This is an optimization exercise on Yosys and OpenROAD, whose aim is small area, a short achievable clock period and few clock cycles per item, not a production implementation.
Only simulation tests tie the RTL to the original design; equivalence was not proved.

## aesEncryptCore
module aesEncryptCore (
  input  logic    clk,
  input  logic    arstN,
  input  logic    validIn,
  input  aesPkg::aesBlock key,
  input  aesPkg::aesBlock data,
  output aesPkg::aesBlock dataOut,
  output aesPkg::aesBlock keyOut,
  output logic    validOut,
  output logic    busy
);
Size in the first run: ~520 I/O pins, roughly 38,000 um2 of cells after synthesis.
Settings: LEC_CHECK=0, CAP_MARGIN=20, CELL_PAD_IN_SITES_DETAIL_PLACEMENT=2, CELL_PAD_IN_SITES_GLOBAL_PLACEMENT=3, CORE_MARGIN=2, CORE_UTILIZATION=28, PLACE_DENSITY=0.38, SLEW_MARGIN=20, SYNTH_HIERARCHICAL=1; clock period 20.0 ns.
run.sh (not shown) runs the stock make flow with config.mk's settings and CLKGATE_MAP_FILE= SYNTH_SCRIPT=/design/flow/synth_recipe.tcl, a recipe that flattens the netlist after the stock synthesis.
Testbench counts at the start, summed over its fixed seeds: cycles 5,640, blocks 512.
==> next run, changes <==
CELL_PAD_IN_SITES_DETAIL_PLACEMENT = 0   (was 2)
CELL_PAD_IN_SITES_GLOBAL_PLACEMENT = 0   (was 3)
CORE_UTILIZATION = 50   (was 28)
PLACE_DENSITY = 0.65   (was 0.38)
What happened: Fmax is higher by 4.7%. Global-route usage is higher by 6.7 points. Non-clock buffer count came out lower by 16. Core utilization grows by 25 points. Register-to-register slack is better by 360 ps. Synthesized cell count stays the same. Final area came out lower by about 3.2%. Setup slack improved by 360 ps. Count of clock-buffer cells in the layout went down by 15.


== try-ember ==
Another version of the RTL of aesEncryptCore (not shown whole).
For scale: about 4400 cells after synthesis, about 560 flip-flops, ~520 I/O pins, ~41000 um^2 of cells after synthesis.
Settings: LEC_CHECK=0, CAP_MARGIN=20, CELL_PAD_IN_SITES_DETAIL_PLACEMENT=0, CELL_PAD_IN_SITES_GLOBAL_PLACEMENT=0, CORE_MARGIN=2, CORE_UTILIZATION=65, CTS_CLUSTER_DIAMETER=60, CTS_CLUSTER_SIZE=20, PLACE_DENSITY=0.8, SLEW_MARGIN=20, SYNTH_HIERARCHICAL=1; clock period 20.0 ns.
standard.sh (not shown) runs the stock make flow with config.mk's settings and CLKGATE_MAP_FILE= SYNTH_SCRIPT=/design/flow/synth_recipe.tcl, a recipe that flattens the netlist after the stock synthesis.
==> flow/flow/run.sh <==
#!/bin/bash
set -euo pipefail
MARGIN=$(cat flow/margin.txt)
bash standard.sh synth > synth.log 2>&1
bash standard.sh "BUFFER_PORTS_ARGS=-buffer_cell sky130_fd_sc_hd__buf_1" \
  "SETUP_SLACK_MARGIN=$MARGIN" finish > layout.log 2>&1
==> flow/flow/margin.txt <==
14.7
Testbench counts of try-ember, summed over its fixed seeds: cycles 5,640, blocks 512.
Modified inputs, try-pepper compared to try-ember
Settings: CTS_CLUSTER_DIAMETER changed from 60 to 80; CORE_UTILIZATION changed from 65 to 70; CTS_CLUSTER_SIZE changed from 20 to 25; PLACE_DENSITY changed from 0.8 to 0.85.
==> flow/flow/margin.txt <==
14.76
## What came out
try-pepper vs. try-ember: routed length on met2 down about 1%, wire length after detailed routing down about 0.4%, final area down 0.76%, sequential share of layout area up 0.31 points. Final antenna diode count: try-pepper and try-ember compared, higher one is try-pepper. try-pepper ends up with a number of vias per cell after detailed routing that is 2.5% higher than in try-ember. Fmax on try-pepper is ahead of try-ember. [diff] hold slack, try-pepper relative to try-ember: regression.
What try-yarrow does differently from try-pepper at the input level:
Settings: PLACE_DENSITY now 0.8, was 0.85; CORE_UTILIZATION now 65, was 70.
==> flow/flow/margin.txt <==
14.85
Results
try-yarrow: all stages complete, timing, DRC and antenna checks passed
Compared with try-pepper, try-yarrow improves clock period minus worst slack.
Wire length of the first global-routing pass (lower): try-pepper
try-yarrow ended up with a lower core utilization than try-pepper did.
The die used by try-yarrow is larger than the one used by try-pepper.
A worst-path cell with the longest stage delay of dfxtp_1 is what try-yarrow shows, while dfxtp_2 belongs to try-pepper.
Post-route standard cell area excluding fillers went up by a few percent going from try-pepper to try-yarrow.
Of try-yarrow and try-pepper, it is try-yarrow that has the lower aggregate global-route resource usage.
The following lists how try-harbor was set up differently from try-yarrow:
==> flow/flow/margin.txt <==
14.76
Findings:
- Slack of the critical path: try-harbor lower than try-yarrow
- Compared with try-yarrow, try-harbor shows area overhead of the layout relative to synthesis lower by 3.9 points.
- try-yarrow → try-harbor: antenna cell count shrank by 1, average routed wire per standard cell shrank by 0.68%, fmax shrank by about 1.8%.


## build 42
aesEncryptCore, a different RTL version from the one above (not shown whole).
For scale: about 4400 cells after synthesis, about 270 flip-flops, ~520 I/O pins, roughly 38000 um^2 of cells after synthesis.
Settings: LEC_CHECK=0, CAP_MARGIN=20, CELL_PAD_IN_SITES_DETAIL_PLACEMENT=0, CELL_PAD_IN_SITES_GLOBAL_PLACEMENT=0, CORE_MARGIN=2, CORE_UTILIZATION=50, PLACE_DENSITY=0.65, SLEW_MARGIN=20, SYNTH_HIERARCHICAL=1; clock period 20.0 ns.
run.sh (not shown) runs the stock make flow with config.mk's settings and CLKGATE_MAP_FILE= SYNTH_SCRIPT=/design/flow/synth_recipe.tcl, a recipe that flattens the netlist after the stock synthesis.
Stock flow here: none of the scripts above is used.
Build 42 reached the final stage; the timing, DRC and antenna checks on its layout passed.
Testbench counts of build 42, summed over its fixed seeds: cycles 5,640, blocks 512.
Relative to build 42, the following input files were edited for build 67:
diff --git a/flow/config.mk b/flow/config.mk
--- a/flow/config.mk
+++ b/flow/config.mk
@@ -12,4 +12,4 @@
 export CORE_UTILIZATION = 50
 export PLACE_DENSITY = 0.65
-export SLEW_MARGIN = 20
+export SLEW_MARGIN = 80
 export SYNTH_HIERARCHICAL = 1
### Flow results
In the tables for build 42 and build 67, violation count after the first detailed-route iteration reads higher with build 67. Against build 42, build 67 comes in 12% higher on via-per-instance ratio. Share of the final layout cell area in sequential cells, build 42 and build 67, higher one = build 42. Compared to build 42, build 67 has wire length of the first global-routing pass about 16% higher. Going from build 42 to build 67, minimum clock period after layout shrinks by 0.10 ns. Compared with build 42, build 67 shows a higher worst setup slack. Reported for build 42 and build 67, leftover overflow at the end of global routing turned out identical to the last digit. Build 67 vs. build 42: global-route track usage on met1 picked up an extra 5.8 points. Of build 42 and build 67, the run reporting the lower final critical-path share of the clock period was build 67.
Input changes introduced in build 66 (baseline for comparison: build 67):
==> flow/flow/run.sh (new file) <==
#!/bin/bash
set -euo pipefail
MARGIN=$(cat flow/margin.txt)
bash standard.sh synth > synth.log 2>&1
bash standard.sh SETUP_SLACK_MARGIN=$MARGIN finish > layout.log 2>&1
==> flow/flow/margin.txt (new file) <==
14
==> flow/standard.sh (new file) <==
#!/bin/bash
# synth_recipe.tcl (not shown) runs the flow's synth.tcl, then flattens the netlist and writes it again
# the make line also repeats each setting of config.mk as NAME=value (left out here)
make -C /OpenROAD-flow-scripts/flow DESIGN_CONFIG=/design/flow/config.mk WORK_HOME=/design/flow/orfs CLKGATE_MAP_FILE= SYNTH_SCRIPT=/design/flow/synth_recipe.tcl "${@:-finish}"
diff --git a/flow/config.mk b/flow/config.mk
--- a/flow/config.mk
+++ b/flow/config.mk
@@ -12,4 +12,4 @@
 export CORE_UTILIZATION = 50
 export PLACE_DENSITY = 0.65
-export SLEW_MARGIN = 80
+export SLEW_MARGIN = 20
 export SYNTH_HIERARCHICAL = 1
removed: flow/run.sh
## What came out
Build 66 vs. build 67: core utilization -17 points; count of clock buffers in the final design -2. Slowest stage cell on the critical path: sky130_fd_sc_hd__dfxtp_2 -> build 67, sky130_fd_sc_hd__dfxtp_1 -> build 66. In build 66 relative to build 67, wire length on met1 had gone down by a few percent.

[afterwards: timing with drivers on the ports]
No port has a modelled driver above. Below, the same layouts with a new extraction and two added sets of constraints.
Step 1, drivers: a clkbuf_16 drives clk and a buf_2 each remaining input, both assumed.
Step 2 times the ports against the registers' clock, not the clock port: input delays grow and output delays shrink by t, the midpoint of the rising clock arrivals with the driver on.
Three values: no drivers, after step 1, after step 2; two values: the first two.
run	shift t [ns]	setup WS [ns]	worst hold slack (ns)	latest minus earliest clock arrival (ns)	slew at the worst register clock pin (ns)
the first run of note 1	0.698	11.964 / 11.964 / 11.964	0.555 / 0.555 / 0.555	0.039 / 0.039	0.07 / 0.07
the second run of note 1	0.616	12.321 / 12.321 / 12.321	0.544 / 0.544 / 0.544	0.012 / 0.012	0.07 / 0.07
try-ember	0.669	14.693 / 14.625 / 14.356	0.332 / 0.332 / 0.332	0.041 / 0.041	0.08 / 0.08
try-pepper	0.637	14.748 / 14.684 / 14.491	0.327 / 0.327 / 0.327	0.041 / 0.041	0.10 / 0.10
try-yarrow	0.653	14.849 / 14.778 / 14.248	0.335 / 0.335 / 0.335	0.050 / 0.050	0.10 / 0.10
try-harbor	0.653	14.754 / 14.686 / 14.301	0.328 / 0.328 / 0.328	0.052 / 0.052	0.10 / 0.10
build 42	0.629	12.647 / 12.647 / 12.647	0.520 / 0.520 / 0.520	0.030 / 0.030	0.07 / 0.07
build 67	0.635	12.752 / 12.752 / 12.752	0.595 / 0.595 / 0.595	0.022 / 0.022	0.07 / 0.07
build 66	0.636	13.957 / 13.893 / 14.160	0.520 / 0.520 / 0.520	0.033 / 0.032	0.07 / 0.07
After both steps setup and hold are still met in every run listed. The setup slack of try-yarrow, which loses most, moves by -0.071 ns with the drivers and by -0.601 ns with both steps.
